Background: an optimization exercise with open tools, aiming at small area. Do not read the settings as production practice. Function was checked by simulation only, so behaviour that the tests miss may differ from the original.

==> flow/design.v (outline; a module is shown in full before it is edited, if it fits) <==
// module fc_neuron_16: 1988 lines
// module full_add: 10 lines
// module half_add: 9 lines
module fc_neuron_16 (
	input logic clk,
	input logic rst,
	input logic valid_in,
	input logic [255:0] data_in,
	output logic [15:0] data_out,
	output logic valid_out
);
  // ...
==> flow/flow/run.sh <==
#!/bin/bash
set -euo pipefail
export BUFFER_PORTS_ARGS="-buffer_cell sky130_fd_sc_hd__buf_1"
bash standard.sh > standard.log 2>&1
==> flow/standard.sh <==
#!/bin/bash
# synth_recipe.tcl (not shown) runs the flow's synth.tcl, then flattens the netlist and writes it again
# the make line also repeats each setting of config.mk as NAME=value (left out here)
make -C /OpenROAD-flow-scripts/flow DESIGN_CONFIG=/design/flow/config.mk WORK_HOME=/design/flow/orfs CLKGATE_MAP_FILE= SYNTH_SCRIPT=/design/flow/synth_recipe.tcl "${@:-finish}"
==> flow/config.mk <==
export PLATFORM = sky130hd
export DESIGN_NAME = fc_neuron_16
export DESIGN_NICKNAME = fc_neuron_16
export VERILOG_FILES = /design/flow/design.v
export SDC_FILE = /design/flow/constraint.sdc
export NUM_CORES = 4
export LEC_CHECK = 0
export ABC_AREA = 1
export CAP_MARGIN = 20
export CORE_MARGIN = 2
export CORE_UTILIZATION = 40
export CTS_BUF_LIST = sky130_fd_sc_hd__clkbuf_4 sky130_fd_sc_hd__clkbuf_8
export GPL_TIMING_DRIVEN = 0
export SLEW_MARGIN = 20
export SYNTH_HIERARCHICAL = 1
==> flow/constraint.sdc <==
create_clock -name core_clock -period 8.0 [get_ports {clk}]
set_input_delay 1.6000 -clock core_clock [delete_from_list [all_inputs] [get_ports {clk}]]
set_output_delay 1.6000 -clock core_clock [all_outputs]
set_load 0.01 [all_outputs]
==> impl_metrics.env, run 1 <==
export IMPL_core_area_sq_um=49900
export IMPL_use_met2_pct=48.6
export IMPL_cts_sinks=59
export IMPL_max_stage_delay_ps=650
export IMPL_drv_cap=0
export IMPL_final_util_pct=44.4
export IMPL_post_route_period_util_pct=98.3
export IMPL_post_synth_top_count_cell="fa_1"
export IMPL_tns_ps=0
export IMPL_synth_top_cell_by_area="fa_1"
export IMPL_routed_wirelength_mm=71.8
export IMPL_clkCellAreaFrac_pct=0.831
export IMPL_final_cell_mix="fa_1 (810), buf_1 (274), inv_1 (230), nand2_1 (99), dfxtp_1 (59)"
export IMPL_synth_top_cell_area_share_pct=81.3
export IMPL_cts_htree_levels=3
export IMPL_gr_total_overflow=0
export IMPL_grt_start_max_net_pins=11
export IMPL_outcome="timing/DRC/antenna clean"
export IMPL_holdBufCountCts=0
export IMPL_layout_nonclk_buf_share_pct=4.84
export IMPL_critical_path_top_delay_family="adder cells"
export IMPL_cp_depth=16
export IMPL_start_util_pct=40.2
export IMPL_wl_met2_mm=36.1
export IMPL_worstSetupStartpointType="input pin"
export IMPL_cts_tree="built"
export IMPL_synthCells=1368
export IMPL_finalSetupViolations=0
export IMPL_regMostFlops="data_out"
export IMPL_worst_r2r_setup_slack_ps=5030
export IMPL_ys_top_cells_by_count="fa_1 (815), inv_1 (230), nand2_1 (99)"
export IMPL_ys_seq_area_share_pct=5.89
export IMPL_reg2reg_from="s1_15_1_q$_DFF_P_"
export IMPL_hold_depth=2
==> run 2: changes to the inputs <==
--- a/flow/config.mk
+++ b/flow/config.mk
@@ -7,3 +7,2 @@
 export LEC_CHECK = 0
-export ABC_AREA = 1
 export CAP_MARGIN = 20
==> run 2 against run 1 <==
- register-to-register slack worse by 1400 ps
- largest cell class unchanged
- still clean on timing, DRC and antenna
- utilization is 0.29 points higher
- critical path type unchanged
- wire length is 2.4% lower
- critical path depth stayed put
- critical endpoint unchanged
- via count is 4.3% lower
- synthesized area is 1.5% lower
- non-clock buffer count is 2 lower
- clock-buffer cell count is 3 lower
- final area is 1.4% lower
==> impl_metrics.env, run 2 <==
export IMPL_fp_dieW_microns=226
export IMPL_grt_pass1_wl_mm=95.7
export IMPL_tns_ps=0
export IMPL_grt_pass1_vias=13600
export IMPL_crit_type="in -> reg"
export IMPL_maxSlewHeadroom_pct=46.9
export IMPL_crit_fanout=3
export IMPL_clk_path_buf_depth=2
export IMPL_fin_area_sq_um=21800
export IMPL_slowest_stage="fa_1"
export IMPL_start_util_pct=40.4
export IMPL_syn_cell_area_sq_um=19800
export IMPL_die_area_sq_um=51200
export IMPL_synth_ff_type="dfxtp_1"
export IMPL_yosys_register_bits=59
export IMPL_antenna_left=0
export IMPL_wl_per_cell_microns=31.7
export IMPL_post_dp_cell_area_sq_um=21600
export IMPL_diodes=0
export IMPL_drt_iter0_drc=761
export IMPL_area_delta_synth_final_pct=10.5
export IMPL_cts_sinks=59
export IMPL_cts_root_buf="clkbuf_8"
export IMPL_async_flop_share_pct=0
export IMPL_final_util_pct=44.7
export IMPL_hold_viol_final=0
export IMPL_ys_seq_area_share_pct=5.98
export IMPL_holdBufCountCts=0
export IMPL_cp_arrival_ps=8100
export IMPL_worstSetupStartpointType="input pin"
export IMPL_cts_htree_levels=3
export IMPL_hold_class="reg -> reg"
export IMPL_rsz0062_at_grt="false"
export IMPL_synth_warnings=7
export IMPL_min_from="valid_q$_SDFF_PP0_"
export IMPL_grt_start_max_net_pins=12
export IMPL_largest_reg_flops=16
export IMPL_grt_antenna_before_repair=1
export IMPL_fin_nets=2666
export IMPL_clock_latency_ps=360
export IMPL_final_common_cell="fa_1"
export IMPL_grt_usage_pct=28.8
export IMPL_worst_r2r_setup_slack_ps=3590
export IMPL_place_inst=2196
export IMPL_cts_tree="built"
export IMPL_finalSetupViolations=0
export IMPL_cts_buffers=9
export IMPL_critical_path_top_delay_family="adder cells"
export IMPL_hold_depth=1
export IMPL_crit_chain="buf_1 -> inv_1 -> ha_2 -> fa_1 -> fa_1 -> fa_1 -> fa_1 -> fa_1 -> fa_1 -> fa_1 -> fa_1 -> fa_1 -> fa_1 -> fa_1 -> inv_1 -> fa_1"
export IMPL_regMostFlops="data_out"
export IMPL_reg2reg_from="s1_11_1_q$_DFF_P_"
export IMPL_layoutNonFillerInstCount=2212
export IMPL_final_cell_mix="fa_1 (812), buf_1 (273), inv_1 (204), dfxtp_1 (59), ha_1 (48)"
export IMPL_dp_hpwl_mm=68.0
export IMPL_vias_per_cell=5.20
export IMPL_max_stage_delay_ps=790
export IMPL_firstDrtPassIters=5
export IMPL_routed_wirelength_mm=70.1
export IMPL_vias=11500
export IMPL_synth_nets=2380
export IMPL_gr_total_overflow=0
export IMPL_synth_top_cell_area_share_pct=82.6
export IMPL_outcome="timing/DRC/antenna clean"
export IMPL_r2r_cells=14
export IMPL_io_pins=276
export IMPL_synth_area_leaders="fa_1 (83%), dfxtp_1 (6.0%), inv_1 (3.9%), ha_1 (3.1%), a21oi_1 (0.43%)"
export IMPL_io_buffers=275
export IMPL_drc=0
export IMPL_synth_cell_type_count=49
export IMPL_post_route_period_util_pct=98.3
export IMPL_path_common_cell="fa_1"
export IMPL_post_cts_buffers=0
export IMPL_drv_cap=0
export IMPL_skew_ps=12.6
export IMPL_synth_top_cell_by_area="fa_1"
export IMPL_critPathRequiredTime_ps=8230
export IMPL_ys_top_cells_by_count="fa_1 (815), inv_1 (204), dfxtp_1 (59)"
export IMPL_clk_pin_slew_ps=70
export IMPL_drive_above_1_share_pct=2.07
export IMPL_core_area_sq_um=48800
export IMPL_whs_ps=443
export IMPL_post_synth_top_count_cell="fa_1"
export IMPL_rows=81
export IMPL_reg2reg_to="data_out[11]$_DFF_P_"
export IMPL_tightest_slew_ps=796
export IMPL_slew_viol_final=0
export IMPL_synthCells=1257
export IMPL_min_delay_worst_endpoint="valid_out$_SDFF_PP0_"
export IMPL_synth_edf_count=0
export IMPL_crit_path_end_kind="flip-flop"
export IMPL_period_needed_ps=7860
export IMPL_routabilityCongestion=1.01
export IMPL_worst_path_buf_inv=3
export IMPL_die_h_microns=226
export IMPL_fmax_mhz=127
export IMPL_syn_avg_cell_area_sq_um=15.7
[run 2: cells by family after synthesis]
group / Yosys count / synth area share [%]
flops: 59 / 5.98
simple gates: 51 / 1.41
xor+xnor: 13 / 0.614
compound gates: 62 / 2.25
buf+inv: 205 / 3.90
fa+ha+maj: 867 / 85.9
[run 2: cell type report]
cell class	count	area [sq um]
Tap cell	664	831
Timing Repair Buffer	275	1030
Clock buffer	9	124
Clock inverter	7	68.8
Fill cell	4555	27000
Buffer	1	3.75
Multi-Input combinational cell	993	17800
Sequential cell	59	1180
Inverter	204	766
[run 2: worst max path at each step]
stage / startpoint / cells after the start / slack, ps / end
6_report: data_in[229] / 16 / 140 / s1_21_1_q$_DFF_P_
5_1_grt: data_in[229] / 16 / 2 / s1_21_1_q$_DFF_P_
4_1_cts: data_in[138] / 16 / 60 / s1_21_1_q$_DFF_P_
3_5_place_dp: data_in[234] / 17 / -410 / s1_21_1_q$_DFF_P_
3_3_place_gp: data_in[234] / 17 / -420 / s1_21_1_q$_DFF_P_
2_1_floorplan: data_in[107] / 15 / 300 / s1_21_1_q$_DFF_P_
[run 2: worst reg2reg max path, stage by stage, from the launching register on]
cell      delay (ps)
dfxtp_1          300
or2_2            290
maj3_1           350
or2_2            290
fa_1             360
inv_1             70
ha_1             200
fa_1             270
nand3_1          100
a211oi_1         620
or4_4            260
and3_4           190
xor2_2           350
o31a_1           450
o21ba_1          200
[run 2: through the flow]
step                setup WS (ps)
floorplan                     296
global placement             -416
detailed placement           -406
CTS                          63.2
global route                 1.55
finish                        138
[run 2: repair_timing]
item	in CTS	in global routing
setup endpoints to repair	1	3
cloned	0	0
gates resized for setup	1	5
[run 2: routing by layer]
| layer | vias to the layer above | routed length (microns) | track usage, % |
|---|---|---|---|
| met1 | 6413 | 24800 | 35.6 |
| met2 | 623 | 34600 | 46.7 |
| met4 | 2 | 3360 | 12.2 |
| li1 | 4326 | - | - |
| met5 | - | 13 | 0 |
| met3 | 131 | 7280 | 9.29 |
[run 2: modules after synthesis, one instance, submodules excluded]
| module | flip-flops and latches | area [sq um] | cells | copies in the design |
|---|---|---|---|---|
| fc_neuron_16 | 59 | 3200 | 422 | 1 |
| full_add | 0 | 20.0 | 1 | 814 |
| half_add | 0 | 12.5 | 1 | 21 |

[what the ideal ports hide]
How much do the figures lean on ideal ports? The routed layouts below were timed once more, with nothing changed but the port constraints. Step 1 sets driving cells, clkbuf_16 on the clock port and buf_2 on the other inputs (assumed; they add their load-dependent delay and slew). Step 2 times the ports against the registers' clock, not the clock port: input delays grow and output delays shrink by t, the midpoint of the rising clock arrivals with the driver on. Slacks: no drivers / after step 1 / after step 2; pairs: no drivers / after step 1.
| run | t (ns) | setup slack, ns | worst hold slack (ns) | worst setup path after step 2 |
|---|---|---|---|---|
| run 1 | 0.380 | 0.135 / 0.143 / -0.236 | 0.415 / 0.415 / 0.415 | input to register |
| run 2 | 0.390 | 0.138 / 0.143 / -0.246 | 0.443 / 0.443 / 0.443 | input to register |
With both steps, setup timing fails in run 1 and run 2, where it was met with ideal ports. For run 2, which loses most, drivers alone change the setup slack by +0.005 ns; drivers and shift together by -0.384 ns.
